This is an optimization exercise on Yosys and OpenROAD, whose aim is a short achievable clock period and few clock cycles per item, not a production implementation.
The RTL was checked by simulation tests, not by an equivalence proof against the original design.
Power figures rest on the tool's default switching activity, not on a simulated workload.

==> 05-15: inputs <==
// window_sender_with_retx_timer_core
module window_sender_with_retx_timer_core (
  input  logic        clk,
  input  logic        rst_n,
  input  logic        in_tvalid,
  output logic        in_tready,
  input  logic [39:0] in_tdata,    
  input  logic [1:0]  in_tuser,    
  output logic        out_tvalid,
  input  logic        out_tready,
  output logic [79:0] out_tdata,   
  output logic [0:0]  out_tuser,   
  output logic        out_tlast,
  input  logic                              cfg_valid,
  output logic                              cfg_ready,
  input  logic [wsrt_pkg::CFG_IDX_W-1:0]    cfg_index,
  input  logic [wsrt_pkg::CFG_DATA_W-1:0]   cfg_data
);
clock: 9.0 ns
lec_check: 0
cap_margin: 20
core_margin: 2
core_utilization: 40
slew_margin: 20
tns_end_percent: 20
standard.sh (not shown) runs the stock make flow with config.mk's settings and CLKGATE_MAP_FILE= SYNTH_SCRIPT=/design/flow/synth_recipe.tcl, a recipe that flattens the netlist after the stock synthesis.
==> flow/flow/run.sh <==
#!/bin/bash
set -euo pipefail
bash standard.sh SETUP_SLACK_MARGIN=5.6 finish > standard_flow.log 2>&1
==> inputs of 05-12, as changes to 05-15 <==
--- a/flow/design.v
+++ b/flow/design.v
@@ -49,19 +49,22 @@
     logic [SW-1:0]     fam;         
     logic [SW-1:0]     fam1;        
     logic [SW-1:0]     lm;          
     logic [SW-1:0]     lmm;         
     logic [SW-1:0]     lmmm;        
     logic [SW-1:0]     flm;         
     logic [SW-1:0]     flm1;        
     logic [SEQ_W-1:0]  flow;
+    logic [SEGB_W-1:0] mss;
+    logic [HDR_W-1:0]  hdr;
+    logic [LEN_W-1:0]  msslen;      
     logic [SEQ_W-1:0]  prio;
   } run_t;
-  localparam int RUN_W = 8 + 3 * SEQ_W + 11 * SW;
+  localparam int RUN_W = 8 + 3 * SEQ_W + 11 * SW + SEGB_W + HDR_W + LEN_W;
 endpackage
 module wsrt_ctrl (
   input  logic                             clk,
   input  logic                             rst_n,
   input  logic                             in_tvalid,
   output logic                             in_tready,
   input  logic [wsrt_pkg::KIND_W-1:0]      in_kind,
   input  logic [wsrt_pkg::SEQ_W-1:0]       in_ack_seq,
@@ -69,49 +72,41 @@
   input  logic                             cfg_valid,
   output logic                             cfg_ready,
   input  logic [wsrt_pkg::CFG_IDX_W-1:0]   cfg_index,
   input  logic [wsrt_pkg::CFG_DATA_W-1:0]  cfg_data,
   output logic                             run_v,
   output wsrt_pkg::run_t                   run,
   input  logic                             run_pop,
   input  logic                             tmr_set,
-  input  logic                             tmr_armed,
-  output logic [wsrt_pkg::SEGB_W-1:0]      g_mss,
-  output logic [wsrt_pkg::HDR_W-1:0]       g_hdr,
-  output logic [wsrt_pkg::LEN_W-1:0]       g_msslen,
-  output logic [wsrt_pkg::SEQ_W-1:0]       g_flow
+  input  logic                             tmr_armed
 );
   localparam int SEQ_W      = wsrt_pkg::SEQ_W;
   localparam int SEGB_W     = wsrt_pkg::SEGB_W;
   localparam int HDR_W      = wsrt_pkg::HDR_W;
   localparam int WIN_W      = wsrt_pkg::WIN_W;
   localparam int SACK_CNT_W = wsrt_pkg::SACK_CNT_W;
   localparam int LEN_W      = wsrt_pkg::LEN_W;
   localparam int KIND_W     = wsrt_pkg::KIND_W;
   localparam int SACKED_W   = wsrt_pkg::SACKED_W;
   localparam int CNT_W      = wsrt_pkg::CNT_W;
   localparam int SW         = wsrt_pkg::SW;
   localparam logic [LEN_W-1:0] LEN_MAX = wsrt_pkg::LEN_MAX;
   localparam logic [CNT_W-1:0] SEG_CAP = wsrt_pkg::SEG_CAP;
-  localparam int QN   = 4;
+  localparam int QN   = 5;
   localparam int QC_W = $clog2(QN + 1);
   logic [SEGB_W-1:0] c_mss;        
   logic [HDR_W-1:0]  c_hdr;
   logic [SEQ_W-1:0]  c_flow;
   logic [WIN_W-1:0]  c_startcl;    
   logic [WIN_W-1:0]  c_limcl;      
   logic [SEQ_W-1:0]  c_retx;
   logic              c_prio;
   logic [LEN_W-1:0]  c_msslen;     
   assign cfg_ready = 1'b1;
-  assign g_mss     = c_mss;
-  assign g_hdr     = c_hdr;
-  assign g_msslen  = c_msslen;
-  assign g_flow    = c_flow;
   always_ff @(posedge clk) begin
     if (!rst_n) begin
       c_mss     <= wsrt_pkg::RST_SEGMENT_BYTES;
       c_hdr     <= wsrt_pkg::RST_HEADER_BYTES;
       c_flow    <= wsrt_pkg::RST_FLOW_BYTES;
       c_startcl <= wsrt_pkg::RST_START_WINDOW;
       c_limcl   <= wsrt_pkg::RST_WINDOW_LIMIT;
       c_retx    <= wsrt_pkg::RST_RETX_TICKS;
@@ -182,35 +177,33 @@
     st_lmmm <= st_sm + c_nm3;
   end
   logic                  iv;
   logic [KIND_W-1:0]     ik;
   logic [SEQ_W-1:0]      ia;
   logic [SACK_CNT_W-1:0] is_;
   logic                  can_r;     
   logic                  rdy_r;     
-  logic                  rdy;       
   logic                  a_go;
   logic                  iv_nxt;
   logic                  can_nxt;
   assign a_go      = iv && can_r;
-  assign rdy       = !iv || can_r;
   assign in_tready = rdy_r;
-  assign iv_nxt    = rdy ? in_tvalid : iv;
+  assign iv_nxt    = rdy_r ? in_tvalid : iv;
   always_ff @(posedge clk) begin
     if (!rst_n) begin
       iv    <= 1'b0;
       rdy_r <= 1'b1;
     end else begin
       iv    <= iv_nxt;
       rdy_r <= !iv_nxt || can_nxt;
     end
   end
   always_ff @(posedge clk) begin
-    if (rdy) begin
+    if (rdy_r) begin
       ik  <= in_kind;
       ia  <= in_ack_seq;
       is_ <= in_sack_count;
     end
   end
   logic [SEQ_W-1:0]    oldest;
   logic [WIN_W-1:0]    cwnd;
   logic [SACK_CNT_W-1:0] sk_cnt;    
@@ -352,31 +345,43 @@
     end
   end
   logic                  d1_v, d1_noloop, d1_force, d1_done, d1_tmr, d1_prio;
   logic [SEQ_W-1:0]      d1_a, d1_flow;
   logic [WIN_W-1:0]      d1_cw;
   logic [SACK_CNT_W-1:0] d1_skc;
   logic [SEGB_W-1:0]     d1_skm;
   logic [SEGB_W-1:0]     d1_mss;
+  logic [HDR_W-1:0]      d1_hdr;
+  logic [LEN_W-1:0]      d1_msslen;
+  logic [SW-1:0]         d1_nm1, d1_nm2, d1_nm3, d1_nm1m1, d1_fl2, d1_flm, d1_flm1;
   always_ff @(posedge clk) begin
     if (!rst_n) d1_v <= 1'b0;
     else        d1_v <= push && !bp;
   end
   always_ff @(posedge clk) begin
     d1_noloop <= p_noloop;
     d1_force  <= p_force;
     d1_done   <= p_done;
     d1_tmr    <= p_tmr;
     d1_a      <= p_a;
     d1_cw     <= p_cw;
     d1_skc    <= p_skc;
     d1_skm    <= p_skm;
     d1_flow   <= c_flow;
     d1_mss    <= c_mss;
+    d1_hdr    <= c_hdr;
+    d1_msslen <= c_msslen;
+    d1_nm1    <= c_nm1;
+    d1_nm2    <= c_nm2;
+    d1_nm3    <= c_nm3;
+    d1_nm1m1  <= c_nm1m1;
+    d1_fl2    <= c_fl2;
+    d1_flm    <= c_flm;
+    d1_flm1   <= c_flm1;
     d1_prio   <= c_prio;
   end
   logic [SW-1:0] e_a, e_flow, e_mss;
   logic [SW-1:0] pc [6];    
   logic [SW-1:0] ps [6];    
   assign e_a    = SW'(d1_a);
   assign e_flow = SW'(d1_flow);
   assign e_mss  = SW'(d1_mss);
@@ -411,48 +416,54 @@
     a_s10 = csa_s(a_s9, a_c9, a_c8);    a_c10 = csa_c(a_s9, a_c9, a_c8);
     u_s0 = csa_s(t_s2, t_c2, t_s3);     u_c0 = csa_c(t_s2, t_c2, t_s3);
     u_s1 = csa_s(t_c3, e_a, u_s0);      u_c1 = csa_c(t_c3, e_a, u_s0);
     u_s2 = csa_s(u_c0, u_s1, u_c1);     u_c2 = csa_c(u_c0, u_s1, u_c1);
   end
   logic                d2_v, d2_noloop, d2_force, d2_done, d2_tmr, d2_prio;
   logic                d2_agtf, d2_altf;
   logic [SEQ_W-1:0]    d2_a, d2_flow;
+  logic [SEGB_W-1:0]   d2_mss;
+  logic [HDR_W-1:0]    d2_hdr;
+  logic [LEN_W-1:0]    d2_msslen;
   logic [SW-1:0]       d2_ts, d2_tc, d2_as, d2_ac, d2_us, d2_uc;
   logic [SW-1:0]       d2_nm1, d2_nm2, d2_nm3, d2_nm1m1, d2_fl2;
   logic [SW-1:0]       d2_am, d2_fa, d2_flm, d2_flm1;
   always_ff @(posedge clk) begin
     if (!rst_n) d2_v <= 1'b0;
     else        d2_v <= d1_v;
   end
   always_ff @(posedge clk) begin
     d2_noloop <= d1_noloop;
     d2_force  <= d1_force;
     d2_done   <= d1_done;
     d2_tmr    <= d1_tmr;
     d2_prio   <= d1_prio;
     d2_a      <= d1_a;
     d2_flow   <= d1_flow;
+    d2_mss    <= d1_mss;
+    d2_hdr    <= d1_hdr;
+    d2_msslen <= d1_msslen;
     d2_agtf   <= d1_a > d1_flow;
     d2_altf   <= d1_a < d1_flow;
     d2_ts     <= t_s9;
     d2_tc     <= t_c9;
     d2_as     <= a_s10;
     d2_ac     <= a_c10;
     d2_us     <= u_s2;
     d2_uc     <= u_c2;
-    d2_nm1    <= '0 - e_mss;
-    d2_nm2    <= '0 - (e_mss << 1);
-    d2_nm3    <= '0 - (e_mss << 1) - e_mss;
-    d2_nm1m1  <= ~e_mss;
-    d2_fl2    <= e_flow + SW'(2);
-    d2_am     <= e_a - e_mss;
+    d2_nm1    <= d1_nm1;
+    d2_nm2    <= d1_nm2;
+    d2_nm3    <= d1_nm3;
+    d2_nm1m1  <= d1_nm1m1;
+    d2_fl2    <= d1_fl2;
+    d2_am     <= e_a + d1_nm1;
     d2_fa     <= e_flow - e_a;
-    d2_flm    <= e_flow - e_mss;
-    d2_flm1   <= e_flow + ~e_mss;
+    d2_flm    <= d1_flm;
+    d2_flm1   <= d1_flm1;
   end
   wsrt_pkg::run_t nr;
   logic [SW-1:0]  pd;       
   always_comb begin
     nr.noloop    = d2_noloop;
     nr.force_a   = d2_force;
     nr.done_pend = d2_done;
     nr.tmr_unk   = d2_tmr;
@@ -467,16 +478,19 @@
     nr.lmm       = csa_s(d2_as, d2_ac, d2_nm2) + csa_c(d2_as, d2_ac, d2_nm2);
     nr.lmmm      = csa_s(d2_as, d2_ac, d2_nm3) + csa_c(d2_as, d2_ac, d2_nm3);
     nr.fa        = d2_fa;
     nr.fam       = d2_fa + d2_nm1;
     nr.fam1      = d2_fa + d2_nm1m1;
     nr.flm       = d2_flm;
     nr.flm1      = d2_flm1;
     nr.flow      = d2_flow;
+    nr.mss       = d2_mss;
+    nr.hdr       = d2_hdr;
+    nr.msslen    = d2_msslen;
     pd           = csa_s(d2_fl2, ~d2_us, ~d2_uc) + csa_c(d2_fl2, ~d2_us, ~d2_uc);
     nr.prio      = d2_prio ? SEQ_W'(1)
                  : (!pd[SW-1] && (pd != '0)) ? pd[SEQ_W-1:0] : '0;
     nr.goa       = !d2_noloop && !nr.ra[SW-1] && nr.fapos;
   end
   wsrt_pkg::run_t d3;
   logic           d3_v;
   always_ff @(posedge clk) begin
@@ -504,16 +518,19 @@
     sr.fam       = c_flm;
     sr.fam1      = c_flm1;
     sr.lm        = st_ra;
     sr.lmm       = st_ram;
     sr.lmmm      = st_lmmm;
     sr.flm       = c_flm;
     sr.flm1      = c_flm1;
     sr.flow      = c_flow;
+    sr.mss       = c_mss;
+    sr.hdr       = c_hdr;
+    sr.msslen    = c_msslen;
     sr.prio      = c_prio ? SEQ_W'(1) : c_flow;
   end
   logic           q_in_v;
   wsrt_pkg::run_t q_in;
   assign q_in_v = d3_v || bp;
   assign q_in   = d3_v ? d3 : sr;
   localparam int RW = wsrt_pkg::RUN_W;
   logic [QN*RW-1:0] qf;     
@@ -539,20 +556,16 @@
 module wsrt_dp (
   input  logic                          clk,
   input  logic                          rst_n,
   input  logic                          run_v,
   input  wsrt_pkg::run_t                run,
   output logic                          run_pop,
   output logic                          tmr_set,
   output logic                          tmr_armed,
-  input  logic [wsrt_pkg::SEGB_W-1:0]   b_mss,
-  input  logic [wsrt_pkg::HDR_W-1:0]    b_hdr,
-  input  logic [wsrt_pkg::LEN_W-1:0]    b_msslen,
-  input  logic [wsrt_pkg::SEQ_W-1:0]    b_flow,
   output logic                          out_valid,
   input  logic                          out_ready,
   output logic                          out_kind,
   output logic [wsrt_pkg::SEQ_W-1:0]    out_seq,
   output logic [wsrt_pkg::LEN_W-1:0]    out_len,
   output logic [wsrt_pkg::SEQ_W-1:0]    out_prio,
   output logic                          out_last
 );
@@ -568,16 +581,20 @@
   localparam int SW         = wsrt_pkg::SW;
   localparam logic [LEN_W-1:0] LEN_MAX = wsrt_pkg::LEN_MAX;
   localparam logic [CNT_W-1:0] SEG_CAP = wsrt_pkg::SEG_CAP;
   logic              go;         
   logic              done_go;    
   logic [SEQ_W-1:0]  nxt;
   logic [SW-1:0]     f, fm, fm1, r, rm;
   logic [CNT_W-1:0]  sent;
+  logic [SEGB_W-1:0] b_mss;
+  logic [SEQ_W-1:0]  b_flow;
+  logic [HDR_W-1:0]  b_hdr;
+  logic [LEN_W-1:0]  b_msslen;
   logic [SEQ_W-1:0]  b_prio;
   logic              b_done;
   logic              sk_v;
   logic              sk_kind;
   logic [SEQ_W-1:0]  sk_seq;
   logic [LEN_W-1:0]  sk_len;
   logic [SEQ_W-1:0]  sk_prio;
   logic              sk_last;
@@ -686,16 +703,20 @@
         done_go  <= !h_go && run.done_pend;
         nxt      <= h_nxt;
         f        <= h_f;
         fm       <= h_fm;
         fm1      <= h_fm1;
         r        <= h_r;
         rm       <= h_rm;
         sent     <= '0;
+        b_mss    <= run.mss;
+        b_flow   <= run.flow;
+        b_hdr    <= run.hdr;
+        b_msslen <= run.msslen;
         b_prio   <= run.prio;
         b_done   <= run.done_pend;
       end else begin
         go      <= 1'b0;
         done_go <= go && b_done;
         if (go) nxt <= over ? b_flow : nxt_inc;
       end
     end
@@ -772,20 +793,16 @@
   input  logic [wsrt_pkg::CFG_IDX_W-1:0]    cfg_index,
   input  logic [wsrt_pkg::CFG_DATA_W-1:0]   cfg_data
 );
   wsrt_pkg::run_t run;
   logic           run_v;
   logic           run_pop;
   logic           tmr_set;
   logic           tmr_armed;
-  logic [wsrt_pkg::SEGB_W-1:0] g_mss;
-  logic [wsrt_pkg::HDR_W-1:0]  g_hdr;
-  logic [wsrt_pkg::LEN_W-1:0]  g_msslen;
-  logic [wsrt_pkg::SEQ_W-1:0]  g_flow;
   logic                         res_kind;
   logic [wsrt_pkg::SEQ_W-1:0]   res_seq;
   logic [wsrt_pkg::LEN_W-1:0]   res_len;
   logic [wsrt_pkg::SEQ_W-1:0]   res_prio;
   wsrt_ctrl u_ctrl (
     .clk           (clk),
     .rst_n         (rst_n),
     .in_tvalid     (in_tvalid),
@@ -796,34 +813,26 @@
     .cfg_valid     (cfg_valid),
     .cfg_ready     (cfg_ready),
     .cfg_index     (cfg_index),
     .cfg_data      (cfg_data),
     .run_v         (run_v),
     .run           (run),
     .run_pop       (run_pop),
     .tmr_set       (tmr_set),
-    .tmr_armed     (tmr_armed),
-    .g_mss         (g_mss),
-    .g_hdr         (g_hdr),
-    .g_msslen      (g_msslen),
-    .g_flow        (g_flow)
+    .tmr_armed     (tmr_armed)
   );
   wsrt_dp u_dp (
     .clk       (clk),
     .rst_n     (rst_n),
     .run_v     (run_v),
     .run       (run),
     .run_pop   (run_pop),
     .tmr_set   (tmr_set),
     .tmr_armed (tmr_armed),
-    .b_mss     (g_mss),
-    .b_hdr     (g_hdr),
-    .b_msslen  (g_msslen),
-    .b_flow    (g_flow),
     .out_valid (out_tvalid),
     .out_ready (out_tready),
     .out_kind  (res_kind),
     .out_seq   (res_seq),
     .out_len   (res_len),
     .out_prio  (res_prio),
     .out_last  (out_tlast)
   );
==> flow/run.sh (new file) <==
#!/bin/bash
# synth_recipe.tcl (not shown) runs the flow's synth.tcl, then flattens the netlist and writes it again
# the make line also repeats each setting of config.mk as NAME=value (left out here)
make -C /OpenROAD-flow-scripts/flow DESIGN_CONFIG=/design/flow/config.mk WORK_HOME=/design/flow/orfs CLKGATE_MAP_FILE= SYNTH_SCRIPT=/design/flow/synth_recipe.tcl finish
- ABC_CLOCK_PERIOD_IN_PS: not set -> 3500
- SETUP_SLACK_MARGIN: not set -> 5
- TNS_END_PERCENT: 20 -> 100
removed: flow/flow/run.sh
removed: flow/standard.sh
==> inputs of 04-06, as changes to 05-15 <==
--- a/flow/design.v
+++ b/flow/design.v
@@ -182,35 +182,33 @@
     st_lmmm <= st_sm + c_nm3;
   end
   logic                  iv;
   logic [KIND_W-1:0]     ik;
   logic [SEQ_W-1:0]      ia;
   logic [SACK_CNT_W-1:0] is_;
   logic                  can_r;     
   logic                  rdy_r;     
-  logic                  rdy;       
   logic                  a_go;
   logic                  iv_nxt;
   logic                  can_nxt;
   assign a_go      = iv && can_r;
-  assign rdy       = !iv || can_r;
   assign in_tready = rdy_r;
-  assign iv_nxt    = rdy ? in_tvalid : iv;
+  assign iv_nxt    = rdy_r ? in_tvalid : iv;
   always_ff @(posedge clk) begin
     if (!rst_n) begin
       iv    <= 1'b0;
       rdy_r <= 1'b1;
     end else begin
       iv    <= iv_nxt;
       rdy_r <= !iv_nxt || can_nxt;
     end
   end
   always_ff @(posedge clk) begin
-    if (rdy) begin
+    if (rdy_r) begin
       ik  <= in_kind;
       ia  <= in_ack_seq;
       is_ <= in_sack_count;
     end
   end
   logic [SEQ_W-1:0]    oldest;
   logic [WIN_W-1:0]    cwnd;
   logic [SACK_CNT_W-1:0] sk_cnt;    
==> flow/run.sh (new file) <==
#!/bin/bash
# synth_recipe.tcl (not shown) runs the flow's synth.tcl, then flattens the netlist and writes it again
# the make line also repeats each setting of config.mk as NAME=value (left out here)
make -C /OpenROAD-flow-scripts/flow DESIGN_CONFIG=/design/flow/config.mk WORK_HOME=/design/flow/orfs CLKGATE_MAP_FILE= SYNTH_SCRIPT=/design/flow/synth_recipe.tcl finish
- ABC_CLOCK_PERIOD_IN_PS: not set -> 3500
- SETUP_SLACK_MARGIN: not set -> 5
- TNS_END_PERCENT: 20 -> 100
removed: flow/flow/run.sh
removed: flow/standard.sh
==> comparison table <==
Outcome: 05-12 complete, no violations; 04-06 complete, no violations; 05-15 complete, no violations
R2R Path Start: 05-12 u_ctrl.d2_fa[3]$_DFF_P_; 04-06 u_dp.nxt[0]$_SDFFE_PN0N_; 05-15 u_dp.nxt[14]$_SDFFE_PN0N_
Finished Core Util: 05-12 0.468; 04-06 0.470; 05-15 0.518
Post-layout minimum cycle time: 05-12 4.24 ns; 04-06 4.25 ns; 05-15 4.20 ns
Reg2reg end: 05-12 u_ctrl.d3[343]$_DFF_P_; 04-06 u_dp.go$_SDFFE_PN0P_; 05-15 u_dp.done_go$_SDFFE_PN0P_
Synth Register Bits: 05-12 4544; 04-06 3554; 05-15 3554
Met2 WL: 05-12 314 mm; 04-06 280 mm; 05-15 307 mm
Endpoint, Worst Hold: 05-12 u_ctrl.d2_nm1m1[13]$_DFF_P_; 04-06 u_ctrl.d3[483]$_DFF_P_; 05-15 u_ctrl.d3[453]$_DFF_P_
Amount of wire on met3 after detailed routing: 05-12 68.4 mm; 04-06 67.7 mm; 05-15 95.8 mm
Post-route fraction of the period consumed by the critical path: 05-12 0.471; 04-06 0.472; 05-15 0.467
Global-route wire length before repair: 05-12 976 mm; 04-06 880 mm; 05-15 951 mm
XOR/XNOR share of the synthesized area: 05-12 0.0299; 04-06 0.0382; 05-15 0.0396
Max Fanout on Critical Path: 05-12 4; 04-06 5; 05-15 9
Cell repeated most along the worst path: 05-12 a21oi_1; 04-06 a2111oi_4; 05-15 -
Part of the total power dissipated in the clock network: 05-12 0.204; 04-06 0.196; 05-15 0.188
Final total power: 05-12 97.1 mW; 04-06 83.2 mW; 05-15 86.8 mW
Global router's overall resource usage: 05-12 0.263; 04-06 0.276; 05-15 0.307
Reg2Reg Setup Slack: 05-12 4.76 ns; 04-06 4.75 ns; 05-15 4.80 ns
Psw: 05-12 38.8 mW; 04-06 34.6 mW; 05-15 35.5 mW
Sequential fraction of the synthesis area: 05-12 0.585; 04-06 0.530; 05-15 0.533
Largest net degree at the start of global routing: 05-12 175; 04-06 139; 05-15 175
Testbench counts of 05-15, summed over its fixed seeds: cycles 4,583, items 2,304.
Testbench counts of 05-12, summed over its fixed seeds: cycles 4,570, items 2,304.
Testbench counts of 04-06, summed over its fixed seeds: cycles 4,583, items 2,304.

[what the ideal ports hide]
The flow's constraints put no driver on any port. The routed layouts listed below were extracted and timed again, unchanged, in two steps.
Step 1 sets driving cells, clkbuf_16 on the clock port and buf_2 on the other inputs (assumed; they add their load-dependent delay and slew).
Step 2 adds t to the input delays and takes it off the output delays; t is the mean of the earliest and latest rising clock arrival at the registers after step 1. Input paths then give back, and output paths get back, about the clock's delay inside the block.
Three values: ideal, step 1, step 2; two values: the first two.
| run | shift t [ns] | slack for setup (ns) | worst setup path after step 2 |
|---|---|---|---|
| 05-15 | 1.106 | 4.798 / 4.798 / 3.810 | input to register |
| 05-12 | 1.150 | 4.759 / 4.759 / 4.242 | input to register |
| 04-06 | 1.108 | 4.752 / 4.752 / 3.871 | input to register |
After both steps every run listed still meets setup and hold. The setup slack of 05-15, which loses most, moves by 0.000 ns with the drivers and by -0.988 ns with both steps.
